From an optimization exercise on the open Yosys and OpenROAD flow, aimed at small area; shortcuts taken in it are not production practice.
In this exercise RTL edits were held to simulation tests only and were not proved equivalent to the original.

==> flow/design.v, too long to show whole: its modules and the start of the top module <==
// module fa: 10 lines
// module pw_conv: 23 lines
// module ds_block_top: 1198 lines
module ds_block_top #(
    parameter int IMG_W  = 6,
    parameter int IMG_H  = 5,
    parameter int STRIDE = 1
) (
    input  wire                                    clk,
    input  wire                                    rstn,
    input  wire                                    in_valid,
    input  wire  [ds_pkg::NCH*ds_pkg::ACT_W-1:0]   in_pix,
    output logic                                   out_valid,
    output logic [ds_pkg::NOUT*ds_pkg::ACT_W-1:0]  out_pix
);
  // ...
==> flow/flow/run.sh <==
#!/bin/bash
# The standard layout, except that the port buffers are the smallest buffer
# (sky130_fd_sc_hd__buf_1) rather than the one buffer_ports picks by default.
set -euo pipefail
export BUFFER_PORTS_ARGS="-buffer_cell sky130_fd_sc_hd__buf_1"
bash standard.sh > standard.log 2>&1
==> flow/standard.sh <==
#!/bin/bash
# synth_recipe.tcl (not shown) runs the flow's synth.tcl, then flattens the netlist and writes it again
# the make line also repeats each setting of config.mk as NAME=value (left out here)
make -C /OpenROAD-flow-scripts/flow DESIGN_CONFIG=/design/flow/config.mk WORK_HOME=/design/flow/orfs CLKGATE_MAP_FILE= SYNTH_SCRIPT=/design/flow/synth_recipe.tcl "${@:-finish}"
==> flow/config.mk <==
export PLATFORM = sky130hd
export DESIGN_NAME = ds_block_top
export DESIGN_NICKNAME = ds_block_top
export VERILOG_FILES = /design/flow/design.v
export SDC_FILE = /design/flow/constraint.sdc
export NUM_CORES = 4
export LEC_CHECK = 0
export CAP_MARGIN = 20
export CORE_MARGIN = 2
export CORE_UTILIZATION = 40
export CTS_BUF_LIST = sky130_fd_sc_hd__clkbuf_16
export CTS_CLUSTER_DIAMETER = 120
export CTS_CLUSTER_SIZE = 24
export SLEW_MARGIN = 20
export SYNTH_HIERARCHICAL = 1
export SYNTH_MINIMUM_KEEP_SIZE = 0
==> flow/constraint.sdc <==
create_clock -name core_clock -period 8.0 [get_ports {clk}]
set_input_delay 1.6000 -clock core_clock [delete_from_list [all_inputs] [get_ports {clk}]]
set_output_delay 1.6000 -clock core_clock [all_outputs]
set_load 0.01 [all_outputs]
==> impl_metrics.json, run 1 <==
{
  "outcome": "timing/DRC/antenna clean",
  "layout_commonest_cell": "edfxtp_1",
  "drt-total-wl_mm": 57.2,
  "synth_top_flop_cell": "edfxtp_1",
  "place_ws_ps": 928,
  "cts.htree.levels": 1,
  "path_max_fanout": 11,
  "top_usage_layer": "met2",
  "cts_tree": "yes",
  "non_clock_inverter_count": 129,
  "synth.area.top_cells": "edfxtp_1, fa_1, ha_1",
  "dominant_cells": "sequential cells",
  "synth-simple-area-share_pct": 7.49,
  "worstSetupEndpointType": "output port",
  "post_cts_resized": 0,
  "layout_common_cells": "edfxtp_1, fa_1, nand2_1, inv_1, ha_1",
  "die_h_um": 268,
  "slew_violations": 0,
  "maxUsedRoutingLayer": "met4",
  "met2WireLength_mm": 26.9,
  "io_pins": 100,
  "grt_util_met3_pct": 1.78,
  "syn_area_mm2": 0.0279,
  "antenna_found_initial": 0,
  "hpwlAfterDp_mm": 44.9,
  "final_cells": 2934,
  "wl_met1_mm": 27.3,
  "clock_skew_ps": 28.6,
  "synth_compound_area_share_pct": 5.07,
  "finalHoldViolations": 0
}
==> module pw_conv, before the edit <==
module pw_conv (
    input  wire [14:0] d0,
    input  wire [14:0] d1,
    output logic [63:0] act
);
    logic signed [16:0] t;       
    logic signed [18:0] s0;
    logic signed [17:0] s1;
    logic signed [18:0] s2;
    logic signed [17:0] s3;
    assign t  = $signed({2'b00, d1}) - $signed({2'b00, d0});
    assign s0 = $signed({2'b00, d1, 2'b00}) - $signed({2'b00, d0, 2'b00}) - $signed({3'b000, d0, 1'b0});
    assign s1 = $signed({3'b000, d0}) - $signed({2'b000, d1, 1'b0});
    assign s2 = 19'sd5 * t;
    assign s3 = $signed({2'b00, d0, 1'b0}) - $signed({3'b000, d1});
    always_comb begin
        act = '0;
        act[10:0]  = s0[18] ? 11'd0 : s0[16:6];
        act[24:16] = s1[17] ? 9'd0  : s1[14:6];
        act[42:32] = s2[18] ? 11'd0 : s2[16:6];
        act[57:48] = s3[17] ? 10'd0 : s3[15:6];
    end
endmodule
==> run 2: changes to the inputs <==
--- a/flow/design.v
+++ b/flow/design.v
@@ -30,4 +30,6 @@
     logic signed [16:0] t;       
-    logic signed [18:0] s0;
-    logic signed [17:0] s1;
+    logic               tp;      
+    logic signed [18:0] xa;
+    logic        [14:0] xm;
+    logic signed [18:0] x;       
     logic signed [18:0] s2;
@@ -35,4 +37,6 @@
     assign t  = $signed({2'b00, d1}) - $signed({2'b00, d0});
-    assign s0 = $signed({2'b00, d1, 2'b00}) - $signed({2'b00, d0, 2'b00}) - $signed({3'b000, d0, 1'b0});
-    assign s1 = $signed({3'b000, d0}) - $signed({2'b000, d1, 1'b0});
+    assign tp = !t[16];
+    assign xa = tp ? {t, 2'b00} : $signed({4'b0000, d0});
+    assign xm = tp ? d0 : d1;
+    assign x  = xa - $signed({3'b000, xm, 1'b0});
     assign s2 = 19'sd5 * t;
@@ -41,4 +45,4 @@
         act = '0;
-        act[10:0]  = s0[18] ? 11'd0 : s0[16:6];
-        act[24:16] = s1[17] ? 9'd0  : s1[14:6];
+        act[10:0]  = (tp && !x[18]) ? x[16:6] : 11'd0;
+        act[24:16] = (!tp && !x[18]) ? x[14:6] : 9'd0;
         act[42:32] = s2[18] ? 11'd0 : s2[16:6];
==> run 2 against run 1 <==
Still clean on timing, DRC and antenna; critical path depth rose by 2; die area shrank 0.47%; register-to-register slack worse by 190 ps; global-route usage is 0.24 points lower; via count fell by 0.69%; critical endpoint is now out_pix[39]; highest routed layer unchanged.
==> impl_metrics.json, run 2 <==
{
  "outcome": "timing/DRC/antenna clean",
  "grt_use_total_pct": 16.1,
  "drive_above_1_share_pct": 3.47,
  "synth.area.top_cells": "edfxtp_1, fa_1, ha_1",
  "place_area_mm2": 0.0292,
  "grt-ovfl-total": 0,
  "grt_max_degree": 134,
  "die_h_um": 268,
  "syn_area_mm2": 0.0278,
  "rsz0062_at_grt": "no",
  "met2WireLength_mm": 26.1,
  "slew_violations": 0,
  "max_slew.worst_pin.slew_ps": 946,
  "post-route-util_pct": 43.6,
  "timing.fmax_mhz": 135,
  "wl_met3_mm": 2.79,
  "antenna_found_initial": 0,
  "yosysSeqAreaShare_pct": 51.5,
  "std_cell_rows": 96,
  "synth-seq-cells": 489,
  "r2r_slack_ps": 780,
  "worst_setup_path_start_kind": "flop",
  "reg2reg_from": "ok_l",
  "synth_top_flop_cell": "edfxtp_1",
  "viasPerCell": 4.95,
  "timing.setup.tns_ps": 0,
  "cp_slowest_cell": "o41ai_1",
  "synth-edff-count": 448,
  "synth.most_common_cell": "edfxtp_1",
  "postCtsHoldBufs": 0,
  "crit_top_cell": "ha_1",
  "post-cts-setup-buffer-count": 0,
  "fillers": 6268,
  "r2r_end": "d1[7]",
  "crit_required_ps": 6400,
  "async_reset_ff_share_pct": 2.25,
  "place.gp.congestion": 0.904,
  "cts.htree.levels": 1,
  "die-area_mm2": 0.0716,
  "num_vias": 14600,
  "clk_pin_slew_ps": 100,
  "nets": 2506,
  "min_from": "sr[13][12]",
  "max_stage_delay_ps": 510,
  "worstSetupEndpointType": "output port",
  "post-route-cell-area_mm2": 0.0299,
  "path_buf_inv": 2,
  "synth_cell_types": 70,
  "period_needed_ps": 7430,
  "avgSynthCellArea_um2": 14.5,
  "largestRegisters": "sr (448), d0 (15), d1 (15)",
  "r2r_cells": 19,
  "n_antenna_cell": 0,
  "io_pins": 100,
  "synth_top_area_share_pct": 48.4,
  "grt_pass1_wl_mm": 88.8,
  "synthCells": 1918,
  "hold_end": "sr[14][12]",
  "clk_path_buf_depth": 3,
  "cts_tree": "yes",
  "max_cap_viol_count": 0,
  "wl_met1_mm": 26.1,
  "clockRootBuffer": "clkbuf_16",
  "whs_path_depth": 0,
  "synthToLayoutAreaGrowth_pct": 7.64,
  "netlist.top_cell.by_area": "edfxtp_1",
  "clock_skew_ps": 25.4,
  "cts.sinks": 489,
  "post_drt_wl_per_cell_um": 18.9,
  "path_max_fanout": 10,
  "core_area_mm2": 0.0687,
  "drt_iter0_drc": 1082,
  "finalHoldViolations": 0,
  "io_buffers": 76,
  "drt-total-wl_mm": 55.8,
  "hpwlAfterDp_mm": 43.4,
  "drc": 0,
  "synth_commonest_cells": "edfxtp_1, fa_1, nand2_1",
  "antenna_left": 0,
  "critPathKind": "flop to output port",
  "first_pass_iters": 5,
  "period_share_pct": 92.8,
  "yosys_warnings": 9,
  "layout_common_cells": "edfxtp_1, fa_1, nand2_1, inv_1, ha_1",
  "die_x_um": 268,
  "cp.arrival_ps": 5830,
  "maxSlewHeadroom_pct": 36.8,
  "crit_family": "compound AO/OA/AOI/OAI gates",
  "start_util_pct": 40.5,
  "largest_reg_flops": 448,
  "layout_commonest_cell": "edfxtp_1",
  "hp-class": "flop to flop",
  "top_register": "sr",
  "crit_chain": "ha_1, inv_1, fa_1, a21o_1, a21oi_1, nand2b_1, a21oi_1, o31a_1, o41ai_1, xnor2_1, ha_1, ha_1, a41oi_1, o21ai_0, a31oi_1, nor2b_1, o211a_1, o21ai_1, xnor2_2, nor3_1, buf_1",
  "maxUsedRoutingLayer": "met4",
  "cts_buffers": 25,
  "grt_pass1_vias": 15600,
  "clk_latency_ps": 580,
  "setup_viol": 0
}
[run 2: cell count changes after synthesis, sizes merged, moves of 4 or more]
| cell | previous run | this run |
|---|---|---|
| nand3 | 20 | 10 |
| o21ai | 33 | 41 |
| xnor2 | 38 | 30 |
| nor2 | 74 | 115 |
| or2 | 6 | 2 |
| and2 | 26 | 10 |
| o211ai | 8 | 4 |
| nor3 | 29 | 24 |
| ha | 129 | 121 |
| a31oi | 8 | 14 |
| clkbuf | 28 | 32 |
| a21o | 18 | 29 |
| nor3b | 8 | 3 |
| nand2 | 256 | 269 |
[run 2: metal layers]
layer  vias up  global-route usage (%)
met5         -                       0
met4         0                    2.70
met3        57                    2.20
met2       354                    26.0
met1      7482                    23.7
li1       6701                       -
[run 2: Yosys stat by module (local to each module, per instance)]
module	cells inside	copies in the design	flip-flops and latches	cell area (um2)
pw_conv	472	1	0	3210
fa	1	351	0	20.0
ds_block_top	1095	1	489	17600
[run 2: repair_timing]
| item | 4_1_cts | 5_1_grt |
|---|---|---|
| gates resized for setup | 0 | 1 |
| setup endpoints to repair | 0 | 10 |
| hold endpoints to repair | 0 | 0 |
[run 2: final cells by class]
type	instances	area, um2	share of cell area [%]
well taps	931	1160	3.89
flip-flops and latches	489	14300	47.9
clock inverters	19	105	0.351
multi-input cells	1261	12800	42.6
clock buffers	26	651	2.17
repair buffers	94	445	1.49
inverters	127	477	1.59
[run 2: how the worst max path moves through the flow]
stage,start,to,slack (ps),cells past startpoint
2_1_floorplan,in_valid,sr[10][0],240,2
3_3_place_gp,ok_l,d1[1],910,19
3_5_place_dp,ok_l,d1[11],760,19
4_1_cts,d0[0],out_pix[32],370,20
5_1_grt,d0[0],out_pix[39],120,21
6_report,d0[0],out_pix[39],570,21
[run 2: metrics by stage]
stage / setup WS [ps] / instances / hold WS, ps
floorplan: 242 / 1940 / 400
global placement: 908 / 2902 / 400
detailed placement: 761 / 2902 / 405
CTS: 373 / 2947 / 412
global route: 120 / 2947 / 411
finish: 575 / 2947 / 415
[run 2: worst register-to-register path, cell delays in order, from the launching register on]
cell,delay [ps]
dfstp_2,560
and2_1,660
nand2_1,240
fa_1,500
fa_1,400
fa_1,420
fa_1,460
fa_1,520
inv_1,50
fa_1,380
fa_1,420
fa_1,400
fa_1,380
ha_1,220
or3_1,390
a31oi_4,220
nor2_4,80
a31oi_4,180
xor2_2,500
nor3b_1,130
[run 2: kinds of logic (layout without fill, tap and decap cells)]
family | count (synthesis) | after routing | share of synthesized area [%]
AOI/OAI and AO/OA | 223 | 223 | 5.31
xor gates and xnor gates | 62 | 62 | 1.98
adders and majority gates | 473 | 473 | 30.8
buffers and inverters | 190 | 266 | 2.97
DFF | 489 | 489 | 51.5
muxes | 4 | 4 | 0.180
other | 1 | 23 | 0.0135
and+or+nand+nor | 476 | 476 | 7.21
==> run 3: changes to the inputs <==
--- a/flow/config.mk
+++ b/flow/config.mk
@@ -11,4 +11,4 @@
 export CTS_BUF_LIST = sky130_fd_sc_hd__clkbuf_16
-export CTS_CLUSTER_DIAMETER = 120
-export CTS_CLUSTER_SIZE = 24
+export CTS_CLUSTER_DIAMETER = 140
+export CTS_CLUSTER_SIZE = 28
 export SLEW_MARGIN = 20
==> run 3 against run 2 <==
Global-route usage about the same; fmax increased by 0.23%; worst hold slack better by 3.4 ps; cell count fell by 0.27%; clock skew is 8.3 ps lower; critical path type unchanged; critical endpoint unchanged; largest cell class unchanged.
==> impl_metrics.json, run 3 <==
{
  "io_pins": 100,
  "grt-ovfl-total": 0,
  "clk_latency_ps": 560,
  "async_reset_ff_share_pct": 2.25,
  "period_needed_ps": 7410,
  "path_buf_inv": 2,
  "clk_path_buf_depth": 3,
  "met1_usage_pct": 23.7,
  "die_x_um": 268,
  "cp_slowest_cell": "o41ai_1",
  "nets": 2502,
  "max_stage_delay_ps": 500,
  "hpwlAfterDp_mm": 43.4,
  "hp-class": "flop to flop",
  "std_cell_rows": 96,
  "die_h_um": 268,
  "cts_buffers": 21,
  "path_max_fanout": 10,
  "synth.most_common_cell": "edfxtp_1",
  "place.gp.congestion": 0.904,
  "n_antenna_cell": 0,
  "crit_required_ps": 6400,
  "synth_top_area_share_pct": 48.4,
  "avgSynthCellArea_um2": 14.5,
  "grt_use_total_pct": 16.1,
  "drc": 0,
  "synthToLayoutAreaGrowth_pct": 7.07,
  "critPathKind": "flop to output port",
  "outcome": "timing/DRC/antenna clean",
  "worstSetupEndpointType": "output port",
  "synth_top_flop_cell": "edfxtp_1",
  "synthCells": 1918,
  "r2r_slack_ps": 730,
  "crit_chain": "ha_1, inv_1, fa_1, a21o_1, a21oi_1, nand2b_1, a21oi_1, o31a_1, o41ai_1, xnor2_1, ha_1, ha_1, a41oi_1, o21ai_0, a31oi_1, nor2b_1, o211a_1, o21ai_1, xnor2_2, nor3_1, buf_1",
  "timing.fmax_mhz": 135,
  "drive_above_1_share_pct": 3.19,
  "max_slew.worst_pin.slew_ps": 974,
  "timing.setup.tns_ps": 0,
  "antenna_found_initial": 0,
  "drt_iter0_drc": 1040,
  "cp.arrival_ps": 5810,
  "layout_common_cells": "edfxtp_1, fa_1, nand2_1, inv_1, ha_1",
  "io_buffers": 76,
  "slew_violations": 0,
  "crit_top_cell": "ha_1",
  "viasPerCell": 4.95,
  "syn_area_mm2": 0.0278,
  "grt_util_met3_pct": 2.23,
  "antenna_left": 0,
  "crit_family": "compound AO/OA/AOI/OAI gates",
  "layout_commonest_cell": "edfxtp_1",
  "first_pass_iters": 5,
  "post_drt_wl_per_cell_um": 19.0,
  "synth-edff-count": 448,
  "top_register": "sr",
  "top_usage_layer": "met2",
  "start_util_pct": 40.5,
  "largest_reg_flops": 448,
  "yosysSeqAreaShare_pct": 51.5,
  "gr-usage-met2_pct": 26.0,
  "die-area_mm2": 0.0716,
  "rsz0062_at_grt": "no",
  "drt-total-wl_mm": 56.0,
  "num_vias": 14500,
  "max_cap_viol_count": 0,
  "clock_skew_ps": 17.1,
  "netlist.top_cell.by_area": "edfxtp_1",
  "grt_max_degree": 134,
  "period_share_pct": 92.6,
  "core_area_mm2": 0.0687,
  "largestRegisters": "sr (448), d0 (15), d1 (15)",
  "clk_pin_slew_ps": 100,
  "synth-seq-cells": 489,
  "worst_setup_path_start_kind": "flop",
  "cts_tree": "yes",
  "cts.sinks": 489,
  "finalHoldViolations": 0,
  "synth_cell_types": 70,
  "setup_viol": 0,
  "synth.area.top_cells": "edfxtp_1, fa_1, ha_1",
  "clockRootBuffer": "clkbuf_16",
  "synth_commonest_cells": "edfxtp_1, fa_1, nand2_1",
  "whs_ps": 418,
  "grt_pass1_wl_mm": 88.7,
  "yosys_warnings": 9,
  "maxSlewHeadroom_pct": 35.0,
  "postCtsHoldBufs": 0,
  "cts.htree.levels": 1,
  "grt_pass1_vias": 15600
}
run 3: through the flow:
stage / utilization [%] / std cells / area (um2) / setup slack [ps]
finish: 43.3 / 2939 / 29800 / 592
global placement: 42.4 / 2902 / 29200 / 908
floorplan: - / 1940 / 27900 / 242
detailed placement: 42.4 / 2902 / 29200 / 761
global route: 43.3 / 2939 / 29800 / 131
CTS: 43.3 / 2939 / 29800 / 394
run 3: worst paths after layout:
path | start | end | cells past startpoint
max | d0[0] | out_pix[39] | 21
min | sr[4][14] | sr[5][14] | 0
max reg2reg | ok_l | d0[7] | 20
min reg2reg | sr[4][14] | sr[5][14] | 0
max in group asynchronous | rstn | row[1] | 1
min in group asynchronous | rstn | col[1] | 1
run 3: what timing repair did:
| item | in CTS | in global routing |
|---|---|---|
| buffers inserted | 0 | 0 |
| resized for setup | 0 | 1 |
| endpoints found under the setup margin | 0 | 9 |
run 3: final cells by class:
cell class	count	area, um2
Clock buffer	21	526
Clock inverter	16	72.6
Fill cell	6265	38900
Inverter	127	477
Multi-Input combinational cell	1261	12800
Sequential cell	489	14300
Tap cell	931	1160
Timing Repair Buffer	94	445
run 3: logic make-up after synthesis:
kind of cell	after synthesis	synth area share (%)
adders and majority gates	473	30.8
buffers and inverters	190	2.97
muxes	4	0.180
other	1	0.0135
and+or+nand+nor	476	7.21
DFF	489	51.5
AOI/OAI and AO/OA	223	5.31
xor gates and xnor gates	62	1.98
run 3: modules after synthesis, one instance, submodules excluded:
module	flip-flops and latches	area [um2]	copies in the design
ds_block_top	489	17600	1
pw_conv	0	3210	1
fa	0	20.0	351
run 3: metal layers:
metal,part of all wire [%],vias up
met2,47,326
met3,4.6,51
li1,-,6685
met5,0,-
met1,47,7478
met4,1.5,0
==> run 4: changes to the inputs <==
==> flow/flow/run.sh (replaced) <==
#!/bin/bash
# The standard layout with two changes: the port buffers are the smallest
# buffer (sky130_fd_sc_hd__buf_1) rather than the one buffer_ports picks by
# default, and clock tree synthesis adds no dummy loads. The clustering
# settings repeat config.mk's.
set -euo pipefail
export BUFFER_PORTS_ARGS="-buffer_cell sky130_fd_sc_hd__buf_1"
export CTS_ARGS="-sink_clustering_enable -repair_clock_nets -sink_clustering_size 28 -sink_clustering_max_diameter 140 -buf_list sky130_fd_sc_hd__clkbuf_16 -dont_use_dummy_load"
bash standard.sh > standard.log 2>&1
==> run 4 against run 3 <==
Still clean; count of clock-buffer cells in the layout stayed put; global-route usage about the same; die area unchanged; highest routed layer unchanged.
==> impl_metrics.json, run 4 <==
{
  "cts_buffers": 21,
  "timing.fmax_mhz": 135,
  "yosys_warnings": 9,
  "outcome": "timing/DRC/antenna clean",
  "cts.htree.levels": 1,
  "whs_ps": 389,
  "layout_common_cells": "edfxtp_1, fa_1, nand2_1, inv_1, ha_1",
  "synth-seq-cells": 489,
  "first_pass_iters": 5,
  "place.gp.congestion": 0.904,
  "antenna_left": 0,
  "synthAdderAreaFrac_pct": 30.8,
  "synth.most_common_cell": "edfxtp_1",
  "crit_top_cell": "ha_1",
  "die_x_um": 268,
  "slew_violations": 0,
  "place_area_mm2": 0.0292,
  "grt-ovfl-total": 0,
  "period_share_pct": 92.6,
  "clock_skew_ps": 39.0,
  "setup_viol": 0,
  "drt_iter0_drc": 1035,
  "worst_setup_path_start_kind": "flop",
  "start_util_pct": 40.5,
  "clk_path_buf_depth": 3,
  "postCtsHoldBufs": 0,
  "n_antenna_cell": 0,
  "synth_cell_types": 70,
  "synth_top_family_by_area": "adder cells",
  "grt_pass1_vias": 15600,
  "period_needed_ps": 7410,
  "antenna_found_initial": 0,
  "avgSynthCellArea_um2": 14.5,
  "critPathKind": "flop to output port",
  "synth_commonest_cells": "edfxtp_1, fa_1, nand2_1",
  "drive_above_1_share_pct": 3.11,
  "synth_top_flop_cell": "edfxtp_1",
  "fillers": 6274,
  "num_vias": 14400,
  "cts.sinks": 489,
  "grt_use_total_pct": 16.1,
  "viasPerCell": 4.94,
  "rsz0062_at_grt": "no",
  "largestRegisters": "sr (448), d0 (15), d1 (15)",
  "hpwlAfterDp_mm": 43.4,
  "async_reset_ff_share_pct": 2.25,
  "path_max_fanout": 10,
  "max_stage_delay_ps": 510,
  "synthXorXnorAreaFrac_pct": 1.98,
  "syn_area_mm2": 0.0278,
  "crit_chain": "ha_1, inv_1, fa_1, a21o_1, a21oi_1, nand2b_1, a21oi_1, o31a_1, o41ai_1, xnor2_1, ha_1, ha_1, a41oi_1, o21ai_0, a31oi_1, nor2b_1, o211a_1, o21ai_1, xnor2_2, nor3_1, buf_1",
  "worstSetupEndpointType": "output port",
  "synthMuxAreaShare_pct": 0.180,
  "largest_reg_flops": 448,
  "synth-edff-count": 448,
  "post-route-util_pct": 43.2,
  "post_cts_resized": 0,
  "die_h_um": 268,
  "synth-simple-area-share_pct": 7.21,
  "cts_tree": "yes",
  "maxSlewHeadroom_pct": 34.8,
  "core_area_mm2": 0.0687,
  "finalHoldViolations": 0,
  "synth.area.top_cells": "edfxtp_1, fa_1, ha_1",
  "layout_commonest_cell": "edfxtp_1",
  "crit_required_ps": 6400,
  "io_pins": 100,
  "max_cap_viol_count": 0,
  "max_slew.worst_pin.slew_ps": 978,
  "synthCells": 1918,
  "timing.setup.tns_ps": 0,
  "clk_pin_slew_ps": 100,
  "drc": 0,
  "grt_pass1_wl_mm": 88.5,
  "synthToLayoutAreaGrowth_pct": 6.81,
  "clk_latency_ps": 570,
  "die-area_mm2": 0.0716,
  "post-route-cell-area_mm2": 0.0297,
  "synth_top_area_share_pct": 48.4,
  "drt-total-wl_mm": 55.7,
  "grt_max_degree": 134,
  "io_buffers": 76,
  "cp.arrival_ps": 5810,
  "post_drt_wl_per_cell_um": 19.0,
  "top_register": "sr",
  "yosysSeqAreaShare_pct": 51.5,
  "post-cts-setup-buffer-count": 0,
  "nets": 2502,
  "synth_compound_area_share_pct": 5.31,
  "netlist.top_cell.by_area": "edfxtp_1",
  "clockRootBuffer": "clkbuf_16",
  "std_cell_rows": 96,
  "hp-class": "flop to flop",
  "cp_slowest_cell": "o41ai_1"
}
## run 4: cell counts after synthesis
Identical to the previous run, type by type.
## run 4: area by class of cell
| type | instances | area, um2 | share of cell area, % |
|---|---|---|---|
| clock buffers | 21 | 526 | 1.77 |
| inverters | 127 | 477 | 1.61 |
| multi-input cells | 1261 | 12800 | 42.9 |
| flip-flops and latches | 489 | 14300 | 48.3 |
| well taps | 931 | 1160 | 3.92 |
| repair buffers | 94 | 445 | 1.50 |
## run 4: final timing paths
kind / from / endpoint / slack (ps) / cells after the start
min in group asynchronous: rstn / col[1] / 1040 / 1
max in group asynchronous: rstn / row[1] / 6480 / 1
hold / removal: sr[4][14] / sr[5][14] / 390 / 0
setup / recovery: d0[0] / out_pix[39] / 590 / 21
hold reg to reg: sr[4][14] / sr[5][14] / 390 / 0
setup reg to reg: ok_l / d1[7] / 750 / 19
## run 4: worst max-delay path: cells and delay by family, from the launching register on
family	cells	cell delay (ps)
AOI/OAI and AO/OA	10	2270
adders and majority gates	4	1260
and+or+nand+nor	3	610
xor gates and xnor gates	2	450
DFF	1	410
buffers and inverters	2	250
## run 4: metrics by stage
step           setup WS, ps  cells
2_1_floorplan           242   1940
3_3_place_gp            908   2902
3_5_place_dp            761   2902
4_1_cts                 394   2923
5_1_grt                 131   2923
6_report                589   2923
## run 4: modules after synthesis (local to each module, per instance)
module / area (um2) / cells / copies in the design
pw_conv: 3210 / 472 / 1
fa: 20.0 / 1 / 351
ds_block_top: 17600 / 1095 / 1
## run 4: logic make-up (layout without fill, tap and decap cells)
logic type / Yosys count / after routing
flip-flops: 489 / 489
XOR/XNOR: 62 / 62
adder cells (fa/ha/maj): 473 / 473
AND/OR/NAND/NOR: 476 / 476
other: 1 / 23
AO/OA/AOI/OAI: 223 / 223
buffers and inverters: 190 / 242
multiplexers: 4 / 4
## run 4: per-layer routing
metal	wire, um	share of wire (%)	GRT usage (%)	vias up
li1	-	-	-	6675
met1	26300	47	23.5	7407
met2	26000	47	26.0	308
met3	2570	4.6	2.32	56
met4	826	1.5	2.72	0
met5	0	0	0	-
==> run 5: changes to the inputs <==
--- a/flow/config.mk
+++ b/flow/config.mk
@@ -9,3 +9,3 @@
 export CORE_MARGIN = 2
-export CORE_UTILIZATION = 40
+export CORE_UTILIZATION = 70
 export CTS_BUF_LIST = sky130_fd_sc_hd__clkbuf_16
==> run 5 against run 4 <==
Sequential share of layout area increased by 0.86 points; critical path depth down 1; critical path type unchanged; synthesized cell count stayed put; setup slack better by 37 ps; area after synthesis stayed put; worst hold slack gained 6.7 ps; first-iteration DRC count is 20% higher.
==> impl_metrics.json, run 5 <==
{
  "timing.setup.tns_ps": 0,
  "async_reset_ff_share_pct": 2.25,
  "final_cells": 2518,
  "netlist.top_cell.by_area": "edfxtp_1",
  "synthToLayoutAreaGrowth_pct": 4.94,
  "period_share_pct": 92.2,
  "post_drt_wl_per_cell_um": 21.3,
  "viasPerCell": 5.92,
  "path_max_fanout": 10,
  "clk_pin_slew_ps": 100,
  "cp_slowest_cell": "xnor2_1",
  "nets": 2503,
  "max_stage_delay_ps": 580,
  "cp.arrival_ps": 5770,
  "critPathKind": "flop to output port",
  "start_util_pct": 70.5,
  "rsz0062_at_grt": "no",
  "min_from": "sr[5][11]",
  "avgSynthCellArea_um2": 14.5,
  "crit_path_start": "d0[0]",
  "synth-seq-cells": 489,
  "yosys_warnings": 9,
  "clockRootBuffer": "clkbuf_16",
  "largest_reg_flops": 448,
  "synth-edff-count": 448,
  "dp.cells": 2497,
  "place.gp.congestion": 0.926,
  "synth_top_area_share_pct": 48.4,
  "postCtsHoldBufs": 0,
  "die_h_um": 203,
  "drt-total-wl_mm": 53.6,
  "cts.htree.levels": 1,
  "crit_top_cell": "ha_1",
  "syn_area_mm2": 0.0278,
  "max_slew.worst_pin.slew_ps": 1010,
  "antenna_left": 0,
  "drive_above_1_share_pct": 3.11,
  "crit_chain": "ha_1, inv_1, fa_1, a21o_1, a21oi_1, nand2b_1, a21oi_1, o31a_1, o41ai_1, xnor2_1, ha_1, ha_1, and4_1, a31oi_1, nor2b_1, o211a_1, o21ai_1, xnor2_1, nor2_1, buf_1",
  "cts.sinks": 489,
  "cts_buffers": 21,
  "clk_path_buf_depth": 3,
  "io_buffers": 76,
  "grt_use_total_pct": 27.1,
  "yosysSeqAreaShare_pct": 51.5,
  "die_x_um": 203,
  "hp-class": "flop to flop",
  "first_pass_iters": 5,
  "post_cts_resized": 0,
  "synth.most_common_cell": "edfxtp_1",
  "synthCells": 1918,
  "period_needed_ps": 7370,
  "antenna_found_initial": 0,
  "num_vias": 14900,
  "timing.fmax_mhz": 136,
  "synth_top_flop_cell": "edfxtp_1",
  "n_antenna_cell": 0,
  "worst_setup_path_start_kind": "flop",
  "top_register": "sr",
  "clock_skew_ps": 49.0,
  "post-cts-setup-buffer-count": 0,
  "grt_max_degree": 157,
  "crit_required_ps": 6400,
  "place_ws_ps": 1010,
  "hpwlAfterDp_mm": 41.6,
  "std_cell_rows": 73,
  "max_cap_viol_count": 0,
  "setup_viol": 0,
  "layout_commonest_cell": "edfxtp_1",
  "grt_pass1_wl_mm": 84.6,
  "drc": 0,
  "reg2reg_from": "ok_t",
  "worstSetupEndpointType": "output port",
  "setup_slack_ps": 626,
  "die-area_mm2": 0.0413,
  "synth.area.top_cells": "edfxtp_1, fa_1, ha_1",
  "grt-ovfl-total": 0,
  "cts_tree": "yes",
  "drt_iter0_drc": 1247,
  "fillers": 2553,
  "largestRegisters": "sr (448), d0 (15), d1 (15)",
  "core_area_mm2": 0.0395,
  "synth_commonest_cells": "edfxtp_1, fa_1, nand2_1",
  "layout_common_cells": "edfxtp_1, fa_1, nand2_1, inv_1, ha_1",
  "synth_cell_types": 70,
  "finalHoldViolations": 0,
  "io_pins": 100,
  "grt_pass1_vias": 15300,
  "slew_violations": 0,
  "outcome": "timing/DRC/antenna clean",
  "clk_latency_ps": 570,
  "maxSlewHeadroom_pct": 32.8
}
[run 5: final timing paths]
check | endpoint | slack, ps | depth (start not counted)
hold / removal | sr[6][11] | 400 | 0
hold reg to reg | sr[6][11] | 400 | 0
max in group asynchronous | ok_r | 6550 | 1
setup reg to reg | d1[7] | 960 | 20
setup / recovery | out_pix[37] | 630 | 20
min in group asynchronous | out_valid | 1020 | 1
[run 5: cell families (layout without fill, tap and decap cells)]
| family | count (synthesis) | in the layout | share of synthesized area [%] |
|---|---|---|---|
| buf+inv | 190 | 243 | 2.97 |
| simple gates | 476 | 476 | 7.21 |
| other cells | 1 | 23 | 0.0135 |
| mux | 4 | 4 | 0.180 |
| flops | 489 | 489 | 51.5 |
| fa+ha+maj | 473 | 473 | 30.8 |
| compound gates | 223 | 223 | 5.31 |
| xor+xnor | 62 | 62 | 1.98 |
[run 5: final cells by class]
cell class	count	area, um2	share of cell area, %
Timing Repair Buffer	95	440	1.51
Multi-Input combinational cell	1261	12700	43.7
Clock buffer	21	526	1.80
Tap cell	525	657	2.25
Inverter	127	477	1.63
Sequential cell	489	14300	49.1
[run 5: per-stage QoR]
step | utilization (%) | hold slack [ps] | cell area (um2)
2_1_floorplan | - | 400 | 27900
3_3_place_gp | 72.6 | 401 | 28700
3_5_place_dp | 72.6 | 405 | 28700
4_1_cts | 73.9 | 404 | 29200
5_1_grt | 73.9 | 410 | 29200
6_report | 73.9 | 396 | 29200
[run 5: layer usage]
layer | global-route usage, % | share of wire, %
met3 | 4.15 | 7.2
met2 | 42.5 | 47
met1 | 41.5 | 44
met5 | 0 | 0
met4 | 6.00 | 1.8
[run 5: worst max-delay path: cells and delay by family, from the launching register on]
kind | cells | cell delay (ps)
compound gates | 8 | 1680
flops | 1 | 450
buf+inv | 2 | 220
xor+xnor | 2 | 830
simple gates | 4 | 760
fa+ha+maj | 4 | 1270
[run 5: per-module statistics from Yosys (local to each module, per instance)]
| module | flops+latches | cells inside | cell area, um2 |
|---|---|---|---|
| pw_conv | 0 | 472 | 3210 |
| ds_block_top | 489 | 1095 | 17600 |
| fa | 0 | 1 | 20.0 |
==> run 6: changes to the inputs <==
--- a/flow/config.mk
+++ b/flow/config.mk
@@ -9,3 +9,3 @@
 export CORE_MARGIN = 2
-export CORE_UTILIZATION = 70
+export CORE_UTILIZATION = 55
 export CTS_BUF_LIST = sky130_fd_sc_hd__clkbuf_16
==> run 6 against run 5 <==
Setup slack better by 20 ps; die area up 27%; sequential cell count unchanged; largest cell class unchanged; sequential share of layout area down 0.32 points; count of clock-buffer cells in the layout unchanged; fmax up 0.27%; non-clock buffer count down 1; core utilization down 15 points.
==> impl_metrics.json, run 6 <==
{
  "outcome": "timing/DRC/antenna clean",
  "crit_required_ps": 6400,
  "die_x_um": 229,
  "synth.most_common_cell": "edfxtp_1",
  "path_buf_inv": 2,
  "drt_iter0_drc": 1155,
  "worst-path-stages": 20,
  "clk_pin_slew_ps": 110,
  "die_h_um": 229,
  "period_share_pct": 91.9,
  "synth.area.top_cells": "edfxtp_1, fa_1, ha_1",
  "avgSynthCellArea_um2": 14.5,
  "syn_area_mm2": 0.0278,
  "grt_use_total_pct": 21.9,
  "place_ws_ps": 807,
  "yosys_warnings": 9,
  "worstSetupEndpointType": "output port",
  "netlist.top_cell.by_area": "edfxtp_1",
  "crit_top_cell": "ha_1",
  "grt_pass1_vias": 15300,
  "post_cts_resized": 0,
  "rsz0062_at_grt": "no",
  "synth_top_area_share_pct": 48.4,
  "timing.setup.tns_ps": 0,
  "grt-ovfl-total": 0,
  "maxSlewHeadroom_pct": 29.8,
  "num_vias": 14500,
  "layout_commonest_cell": "edfxtp_1",
  "cts.htree.levels": 1,
  "synthToLayoutAreaGrowth_pct": 5.62,
  "hpwlAfterDp_mm": 43.5,
  "grt_max_degree": 196,
  "die-area_mm2": 0.0524,
  "setup_slack_ps": 646,
  "top_register": "sr",
  "clock_skew_ps": 61.6,
  "grt_pass1_wl_mm": 87.1,
  "max_cap_viol_count": 0,
  "period_needed_ps": 7350,
  "nets": 2502,
  "max_slew.worst_pin.slew_ps": 1050,
  "worst_setup_path_start_kind": "flop",
  "post_drt_wl_per_cell_um": 20.8,
  "clockRootBuffer": "clkbuf_16",
  "slew_violations": 0,
  "setup_viol": 0,
  "finalHoldViolations": 0,
  "start_util_pct": 55.5,
  "place.gp.congestion": 0.880,
  "synth-seq-cells": 489,
  "drive_above_1_share_pct": 3.06,
  "cts_tree": "yes",
  "layout_common_cells": "edfxtp_1, fa_1, nand2_1, inv_1, ha_1",
  "clk_path_buf_depth": 3,
  "postCtsHoldBufs": 0,
  "io_buffers": 76,
  "largestRegisters": "sr (448), d0 (15), d1 (15)",
  "critPathKind": "flop to output port",
  "whs_path_depth": 0,
  "cts.sinks": 489,
  "synth_commonest_cells": "edfxtp_1, fa_1, nand2_1",
  "std_cell_rows": 82,
  "path_max_fanout": 10,
  "viasPerCell": 5.46,
  "drt-total-wl_mm": 55.3,
  "hp-class": "flop to flop",
  "r2r_cells": 19,
  "timing.fmax_mhz": 136,
  "antenna_found_initial": 0,
  "synthCells": 1918,
  "largest_reg_flops": 448,
  "synth-edff-count": 448,
  "post-cts-setup-buffer-count": 0,
  "drc": 0,
  "clk_latency_ps": 580,
  "async_reset_ff_share_pct": 2.25,
  "antenna_left": 0,
  "cts_buffers": 21,
  "synth_cell_types": 70,
  "yosysSeqAreaShare_pct": 51.5,
  "crit_chain": "ha_1, inv_1, fa_1, a21o_1, a21oi_1, nand2b_1, a21oi_1, o31a_1, o41ai_1, xnor2_1, ha_1, ha_1, and4_1, a31oi_1, nor2b_1, o211a_1, o21ai_1, xnor2_1, nor2_1, buf_1",
  "core_area_mm2": 0.0501,
  "cp.arrival_ps": 5750,
  "max_stage_delay_ps": 590,
  "first_pass_iters": 6,
  "cp_slowest_cell": "xnor2_1",
  "synth_top_flop_cell": "edfxtp_1",
  "io_pins": 100,
  "crit_family": "compound AO/OA/AOI/OAI gates"
}
run 6: cell count changes in the layout (fill, tap and decap cells not counted):
cell     before  now
buf_12        1    2
diode_2       0    1
buf_4        18   16
run 6: path summary, 6_finish.rpt:
| check | from | endpoint | slack (ps) |
|---|---|---|---|
| max reg2reg | ok_t | d1[7] | 790 |
| max | d0[0] | out_pix[35] | 650 |
| min in group asynchronous | rstn | row[1] | 1020 |
| max in group asynchronous | rstn | ok_r | 6520 |
| min | sr[5][12] | sr[6][12] | 390 |
| min reg2reg | sr[5][12] | sr[6][12] | 390 |
run 6: modules after synthesis, one instance, submodules excluded:
| module | cells inside | flip-flops and latches | area, um2 | copies in the design |
|---|---|---|---|---|
| ds_block_top | 1095 | 489 | 17600 | 1 |
| pw_conv | 472 | 0 | 3210 | 1 |
| fa | 1 | 0 | 20.0 | 351 |
run 6: cells by family after synthesis:
family                   after synthesis  share of synthesized area [%]
multiplexers                           4                          0.180
AO/OA/AOI/OAI                        223                           5.31
flip-flops                           489                           51.5
AND/OR/NAND/NOR                      476                           7.21
buffers and inverters                190                           2.97
adder cells (fa/ha/maj)              473                           30.8
other                                  1                         0.0135
XOR/XNOR                              62                           1.98
run 6: routing by layer:
layer	wire [um]	up-vias	global-route usage [%]
met1	26700	7483	34.6
met2	24500	333	32.9
met4	1040	0	4.48
met3	3090	55	3.12
li1	-	6670	-
met5	0	-	0
run 6: stage by stage:
step	std cells	area, um2	util [%]	hold WS, ps
2_1_floorplan	1940	27900	-	400
3_5_place_dp	2643	28800	57.6	405
5_1_grt	2664	29400	58.7	386
3_3_place_gp	2643	28800	57.6	400
6_report	2665	29400	58.7	388
4_1_cts	2664	29400	58.7	374
run 6: layout make-up:
class | instances | area (um2)
Fill cell | 4015 | 20700
Sequential cell | 489 | 14300
Multi-Input combinational cell | 1261 | 12700
Tap cell | 672 | 841
Clock buffer | 21 | 526
Inverter | 127 | 477
Timing Repair Buffer | 94 | 445
Antenna cell | 1 | 2.50
==> run 7: changes to the inputs <==
--- a/flow/flow/run.sh
+++ b/flow/flow/run.sh
@@ -4,5 +4,6 @@
 # default, and clock tree synthesis adds no dummy loads. The clustering
-# settings repeat config.mk's.
+# settings repeat config.mk's. The constant outputs share one tie cell.
 set -euo pipefail
 export BUFFER_PORTS_ARGS="-buffer_cell sky130_fd_sc_hd__buf_1"
+export SKIP_REPAIR_TIE_FANOUT=1
 export CTS_ARGS="-sink_clustering_enable -repair_clock_nets -sink_clustering_size 28 -sink_clustering_max_diameter 140 -buf_list sky130_fd_sc_hd__clkbuf_16 -dont_use_dummy_load"
--- a/flow/config.mk
+++ b/flow/config.mk
@@ -9,3 +9,3 @@
 export CORE_MARGIN = 2
-export CORE_UTILIZATION = 55
+export CORE_UTILIZATION = 40
 export CTS_BUF_LIST = sky130_fd_sc_hd__clkbuf_16
==> run 7 against run 6 <==
Non-clock buffer count stayed put; critical endpoint is now out_pix[39]; die area is 37% higher; area after synthesis stayed put.
==> impl_metrics.json, run 7 <==
{
  "clockRootBuffer": "clkbuf_16",
  "die-area_mm2": 0.0716,
  "drc": 0,
  "cts_tree": "yes",
  "grt_max_degree": 131,
  "max_stage_delay_ps": 440,
  "timing.fmax_mhz": 135,
  "crit_top_cell": "ha_1",
  "clk_pin_slew_ps": 110,
  "yosys_warnings": 9,
  "cts_buffers": 21,
  "grt_pass1_vias": 15500,
  "antenna_found_initial": 0,
  "max_slew.worst_pin.slew_ps": 981,
  "largest_reg_flops": 448,
  "synthMuxAreaShare_pct": 0.180,
  "post_cts_resized": 0,
  "synth.most_common_cell": "edfxtp_1",
  "synth.area.top_cells": "edfxtp_1, fa_1, ha_1",
  "rsz0062_at_grt": "no",
  "timing.setup.tns_ps": 0,
  "synth_top_family_by_area": "adder cells",
  "n_antenna_cell": 0,
  "grt-ovfl-total": 0,
  "min_from": "sr[10][14]",
  "hp-class": "flop to flop",
  "async_reset_ff_share_pct": 2.25,
  "cp_slowest_cell": "o41ai_1",
  "nets": 2480,
  "clock_skew_ps": 24.8,
  "die_h_um": 268,
  "drt-total-wl_mm": 56.0,
  "outcome": "timing/DRC/antenna clean",
  "r2r_end": "d1[8]",
  "worst_setup_path_start_kind": "flop",
  "finalHoldViolations": 0,
  "die_x_um": 268,
  "synth_top_flop_cell": "edfxtp_1",
  "slew_violations": 0,
  "path_buf_inv": 2,
  "crit_required_ps": 6400,
  "fillers": 6214,
  "maxSlewHeadroom_pct": 34.6,
  "cts.htree.levels": 1,
  "synthCells": 1918,
  "layout_commonest_cell": "edfxtp_1",
  "io_pins": 100,
  "synthToLayoutAreaGrowth_pct": 6.51,
  "antenna_left": 0,
  "viasPerCell": 5.00,
  "synth_compound_area_share_pct": 5.31,
  "place.gp.congestion": 0.900,
  "synth_top_area_share_pct": 48.4,
  "max_cap_viol_count": 0,
  "drt_iter0_drc": 1087,
  "post-cts-setup-buffer-count": 0,
  "critPathKind": "flop to output port",
  "crit_chain": "ha_1, inv_1, fa_1, a21o_1, a21oi_1, nand2b_1, a21oi_1, o31a_1, o41ai_1, xnor2_1, ha_1, ha_1, a41oi_1, o21ai_0, a31oi_1, nor2b_1, o211a_1, o21ai_1, xnor2_2, nor3_1, buf_1",
  "yosysSeqAreaShare_pct": 51.5,
  "num_vias": 14500,
  "cts.sinks": 489,
  "core_area_mm2": 0.0687,
  "synthAdderAreaFrac_pct": 30.8,
  "syn_area_mm2": 0.0278,
  "grt_use_total_pct": 16.1,
  "hold_end": "sr[11][14]",
  "layout_common_cells": "edfxtp_1, fa_1, nand2_1, inv_1, ha_1",
  "period_share_pct": 92.6,
  "whs_path_depth": 0,
  "avgSynthCellArea_um2": 14.5,
  "grt_pass1_wl_mm": 88.5,
  "clk_path_buf_depth": 3,
  "r2r_cells": 19,
  "post_drt_wl_per_cell_um": 19.3,
  "setup_viol": 0,
  "reg2reg_from": "ok_l",
  "crit_family": "compound AO/OA/AOI/OAI gates",
  "start_util_pct": 40.5,
  "io_buffers": 76,
  "drive_above_1_share_pct": 3.15,
  "clk_latency_ps": 580,
  "hpwlAfterDp_mm": 43.4,
  "netlist.top_cell.by_area": "edfxtp_1",
  "std_cell_rows": 96,
  "synthXorXnorAreaFrac_pct": 1.98,
  "path_max_fanout": 10,
  "post-route-util_pct": 43.1,
  "synth-simple-area-share_pct": 7.21,
  "top_register": "sr",
  "largestRegisters": "sr (448), d0 (15), d1 (15)",
  "period_needed_ps": 7410,
  "worstSetupEndpointType": "output port",
  "synth_cell_types": 70,
  "first_pass_iters": 7,
  "r2r_slack_ps": 710,
  "synth-seq-cells": 489,
  "cp.arrival_ps": 5810,
  "synth_commonest_cells": "edfxtp_1, fa_1, nand2_1",
  "synth-edff-count": 448,
  "postCtsHoldBufs": 0
}
## run 7: layout make-up
class | instances | area [um2] | share of cell area (%)
multi-input combinational | 1239 | 12700 | 42.8
timing repair buffer | 94 | 445 | 1.50
sequential | 489 | 14300 | 48.4
clock buffer | 21 | 526 | 1.77
inverter | 127 | 477 | 1.61
tap | 931 | 1160 | 3.93
## run 7: worst max path at each step
stage,from,to,slack [ps],cells after the start
CTS,d0[0],out_pix[39],420,20
global route,d0[0],out_pix[39],9,21
global placement,ok_l,d1[1],920,19
detailed placement,ok_l,d1[8],690,19
floorplan,in_valid,sr[10][0],240,2
finish,d0[0],out_pix[39],590,21
## run 7: cell families after synthesis
family | Yosys count
xor+xnor | 62
other cells | 1
fa+ha+maj | 473
compound gates | 223
mux | 4
buf+inv | 190
simple gates | 476
flops | 489
## run 7: worst register-to-register path, delay by kind of cell, from the launching register on
family | cells | cell delay [ps]
buf+inv | 1 | 50
fa+ha+maj | 10 | 4110
flops | 1 | 570
simple gates | 5 | 1510
xor+xnor | 1 | 480
compound gates | 2 | 410
## run 7: through the flow
stage                     area [um2]  hold WS [ps]  setup WS (ps)  cells
after detailed placement       29100           405            694   2880
final                          29600           398            591   2901
after floorplan                27800           400            242   1918
after global routing           29600           400           9.17   2901
after global placement         29100           400            917   2880
after CTS                      29600           407            418   2901
## run 7: per-layer routing
metal,GRT usage (%),vias up,part of all wire [%]
li1,-,6657,-
met1,23.3,7487,47
met5,0,-,0
met4,3.41,0,2.0
met3,1.89,62,4.2
met2,26.3,292,47
## run 7: per-module statistics from Yosys (local to each module, per instance)
module | cell area [um2] | copies in the design | cells inside
ds_block_top | 17600 | 1 | 1095
pw_conv | 3210 | 1 | 472
fa | 20.0 | 351 | 1
==> run 8: changes to the inputs <==
--- a/flow/flow/run.sh
+++ b/flow/flow/run.sh
@@ -8,3 +8,3 @@
 export SKIP_REPAIR_TIE_FANOUT=1
-export CTS_ARGS="-sink_clustering_enable -repair_clock_nets -sink_clustering_size 28 -sink_clustering_max_diameter 140 -buf_list sky130_fd_sc_hd__clkbuf_16 -dont_use_dummy_load"
+export CTS_ARGS="-sink_clustering_enable -repair_clock_nets -sink_clustering_size 24 -sink_clustering_max_diameter 120 -buf_list sky130_fd_sc_hd__clkbuf_16 -dont_use_dummy_load"
 bash standard.sh > standard.log 2>&1
--- a/flow/config.mk
+++ b/flow/config.mk
@@ -11,4 +11,4 @@
 export CTS_BUF_LIST = sky130_fd_sc_hd__clkbuf_16
-export CTS_CLUSTER_DIAMETER = 140
-export CTS_CLUSTER_SIZE = 28
+export CTS_CLUSTER_DIAMETER = 120
+export CTS_CLUSTER_SIZE = 24
 export SLEW_MARGIN = 20
==> run 8 against run 7 <==
Fmax up 0.31%; setup slack gained 23 ps; count of clock-buffer cells in the layout grew 3; wire length barely moved; non-clock buffer count stayed put; sequential share of layout area is 0.12 points lower.
==> impl_metrics.json, run 8 <==
{
  "hp-class": "flop to flop",
  "start_util_pct": 40.5,
  "met2WireLength_mm": 26.1,
  "whs_ps": 345,
  "drt_iter0_drc": 1164,
  "clk_latency_ps": 610,
  "synthCells": 1918,
  "grt-ovfl-total": 0,
  "r2r_slack_ps": 610,
  "whs_path_depth": 0,
  "grt_pass1_vias": 15600,
  "dp.cells": 2880,
  "cts_tree": "yes",
  "rsz0062_at_grt": "no",
  "max_cap_viol_count": 0,
  "synth.most_common_cell": "edfxtp_1",
  "timing.setup.tns_ps": 0,
  "maxSlewHeadroom_pct": 34.3,
  "reg2reg_from": "ok_l",
  "drt-total-wl_mm": 56.0,
  "clk_path_buf_depth": 3,
  "synth_top_flop_cell": "edfxtp_1",
  "syn_area_mm2": 0.0278,
  "hpwlAfterDp_mm": 43.4,
  "clock_skew_ps": 84.2,
  "final_cells": 2904,
  "critPathKind": "flop to flop",
  "grt_pass1_wl_mm": 88.8,
  "top_register": "sr",
  "place_ws_ps": 694,
  "post_drt_wl_per_cell_um": 19.3,
  "core_area_mm2": 0.0687,
  "num_vias": 14500,
  "drive_above_1_share_pct": 3.29,
  "finalHoldViolations": 0,
  "synthToLayoutAreaGrowth_pct": 6.78,
  "crit_required_ps": 8390,
  "clk_pin_slew_ps": 100,
  "netlist.top_cell.by_area": "edfxtp_1",
  "layout_commonest_cell": "edfxtp_1",
  "io_pins": 100,
  "slew_violations": 0,
  "synth_top_area_share_pct": 48.4,
  "cp.arrival_ps": 7780,
  "worstSetupEndpointType": "flop",
  "path_max_fanout": 15,
  "post-cts-setup-buffer-count": 0,
  "period_needed_ps": 7390,
  "largest_reg_flops": 448,
  "wl_met1_mm": 26.3,
  "first_pass_iters": 7,
  "post_cts_resized": 0,
  "postCtsHoldBufs": 0,
  "crit_chain": "and2_1, nand2_1, fa_1, fa_1, fa_1, fa_1, fa_1, inv_1, fa_1, fa_1, fa_1, fa_1, ha_1, or3_1, a31oi_4, nor2_4, a31oi_4, xor2_2, nor2_1",
  "antenna_found_initial": 0,
  "cts.sinks": 489,
  "worst_setup_path_start_kind": "flop",
  "layout_common_cells": "edfxtp_1, fa_1, nand2_1, inv_1, ha_1",
  "path_buf_inv": 1,
  "grt_use_total_pct": 16.2,
  "drc": 0,
  "outcome": "timing/DRC/antenna clean",
  "viasPerCell": 5.00,
  "synth_commonest_cells": "edfxtp_1, fa_1, nand2_1",
  "cts_buffers": 24,
  "cts.htree.levels": 1,
  "cp_slowest_cell": "and2_1",
  "setup_viol": 0,
  "async_reset_ff_share_pct": 2.25,
  "place_area_mm2": 0.0291,
  "post-route-cell-area_mm2": 0.0297,
  "clockRootBuffer": "clkbuf_16",
  "hold_end": "sr[12][22]",
  "largestRegisters": "sr (448), d0 (15), d1 (15)",
  "max_stage_delay_ps": 670,
  "maxUsedRoutingLayer": "met4",
  "avgSynthCellArea_um2": 14.5,
  "yosys_warnings": 9,
  "antenna_left": 0,
  "yosysSeqAreaShare_pct": 51.5,
  "synth_cell_types": 70,
  "std_cell_rows": 96,
  "die_h_um": 268,
  "synth-edff-count": 448,
  "min_from": "sr[11][22]",
  "period_share_pct": 92.3,
  "setup_slack_ps": 614,
  "wl_met3_mm": 2.37,
  "io_buffers": 76,
  "grt_max_degree": 131,
  "timing.fmax_mhz": 135,
  "r2r_cells": 19,
  "n_antenna_cell": 0,
  "r2r_end": "d1[8]",
  "die_x_um": 268,
  "die-area_mm2": 0.0716,
  "crit_family": "adder cells",
  "synth.area.top_cells": "edfxtp_1, fa_1, ha_1",
  "place.gp.congestion": 0.900,
  "max_slew.worst_pin.slew_ps": 985,
  "synth-seq-cells": 489,
  "nets": 2483,
  "crit_top_cell": "fa_1"
}
## run 8: cell types whose count changed in the layout (fill, tap and decap cells not counted), sizes merged
cell / delta
clkbuf: +3
## run 8: through the flow
step	utilization, %
after global routing	43.2
after floorplan	-
after detailed placement	42.3
after global placement	42.3
final	43.2
after CTS	43.2
## run 8: layout make-up
type                       instances  area (um2)
sequential                       489       14300
fill                            6209       39000
multi-input combinational       1239       12700
inverter                         127         477
tap                              931        1160
clock buffer                      24         601
timing repair buffer              94         445
## run 8: worst max-delay path by stage
stage / startpoint / to / slack, ps / depth (start not counted)
floorplan: in_valid / sr[10][0] / 240 / 2
global placement: ok_l / d1[1] / 920 / 19
detailed placement: ok_l / d1[8] / 690 / 19
CTS: d0[0] / out_pix[39] / 440 / 20
global route: d0[0] / out_pix[39] / 30 / 21
finish: ok_l / d1[8] / 610 / 19
## run 8: cell families (layout without fill, tap and decap cells)
kind of cell               after synthesis  after routing  share of synthesized area (%)
DFF                                    489            489                           51.5
adders and majority gates              473            473                           30.8
muxes                                    4              4                          0.180
buffers and inverters                  190            245                           2.97
xor gates and xnor gates                62             62                           1.98
and+or+nand+nor                        476            476                           7.21
other                                    1              1                         0.0135
AOI/OAI and AO/OA                      223            223                           5.31
## run 8: metal layers
metal | global-route usage (%) | vias up
li1 | - | 6662
met5 | 0 | -
met3 | 1.97 | 61
met4 | 3.67 | 0
met2 | 26.2 | 293
met1 | 23.4 | 7494
## run 8: Yosys stat by module (local to each module, per instance)
| module | copies in the design | flip-flops and latches | cells inside |
|---|---|---|---|
| ds_block_top | 1 | 489 | 1095 |
| fa | 351 | 0 | 1 |
| pw_conv | 1 | 0 | 472 |

port drivers added, routing unchanged:
The results above use ideal ports. As a check the final layouts listed here were re-extracted and re-timed, cells and wires unchanged. Step 1 assumes that a clkbuf_16 drives the clock port and a buf_2 every other input. Step 2 adds t to the input delays and takes it off the output delays; t is the mean of the earliest and latest rising clock arrival at the registers after step 1. Input paths then give back, and output paths get back, about the clock's delay inside the block. Slacks: ideal / step 1 / step 2; pairs: ideal / step 1.
run	t (ns)	setup slack, ns	worst setup path after step 2	clock arrival spread, ns	worst register clock-pin slew, ns
run 1	0.636	0.603 / 0.543 / 0.967	register to register	0.036 / 0.036	0.11 / 0.11
run 2	0.625	0.575 / 0.514 / 0.778	register to register	0.026 / 0.025	0.10 / 0.10
run 3	0.619	0.592 / 0.527 / 0.734	register to register	0.018 / 0.019	0.11 / 0.11
run 4	0.614	0.589 / 0.524 / 0.751	register to register	0.040 / 0.040	0.11 / 0.11
run 5	0.602	0.626 / 0.569 / 0.961	register to register	0.054 / 0.054	0.11 / 0.11
run 6	0.617	0.646 / 0.587 / 0.788	register to register	0.074 / 0.075	0.12 / 0.12
run 7	0.625	0.591 / 0.529 / 0.712	register to register	0.024 / 0.025	0.12 / 0.12
run 8	0.632	0.614 / 0.557 / 0.614	register to register	0.085 / 0.086	0.10 / 0.10
After both steps setup and hold are still met in every run listed.
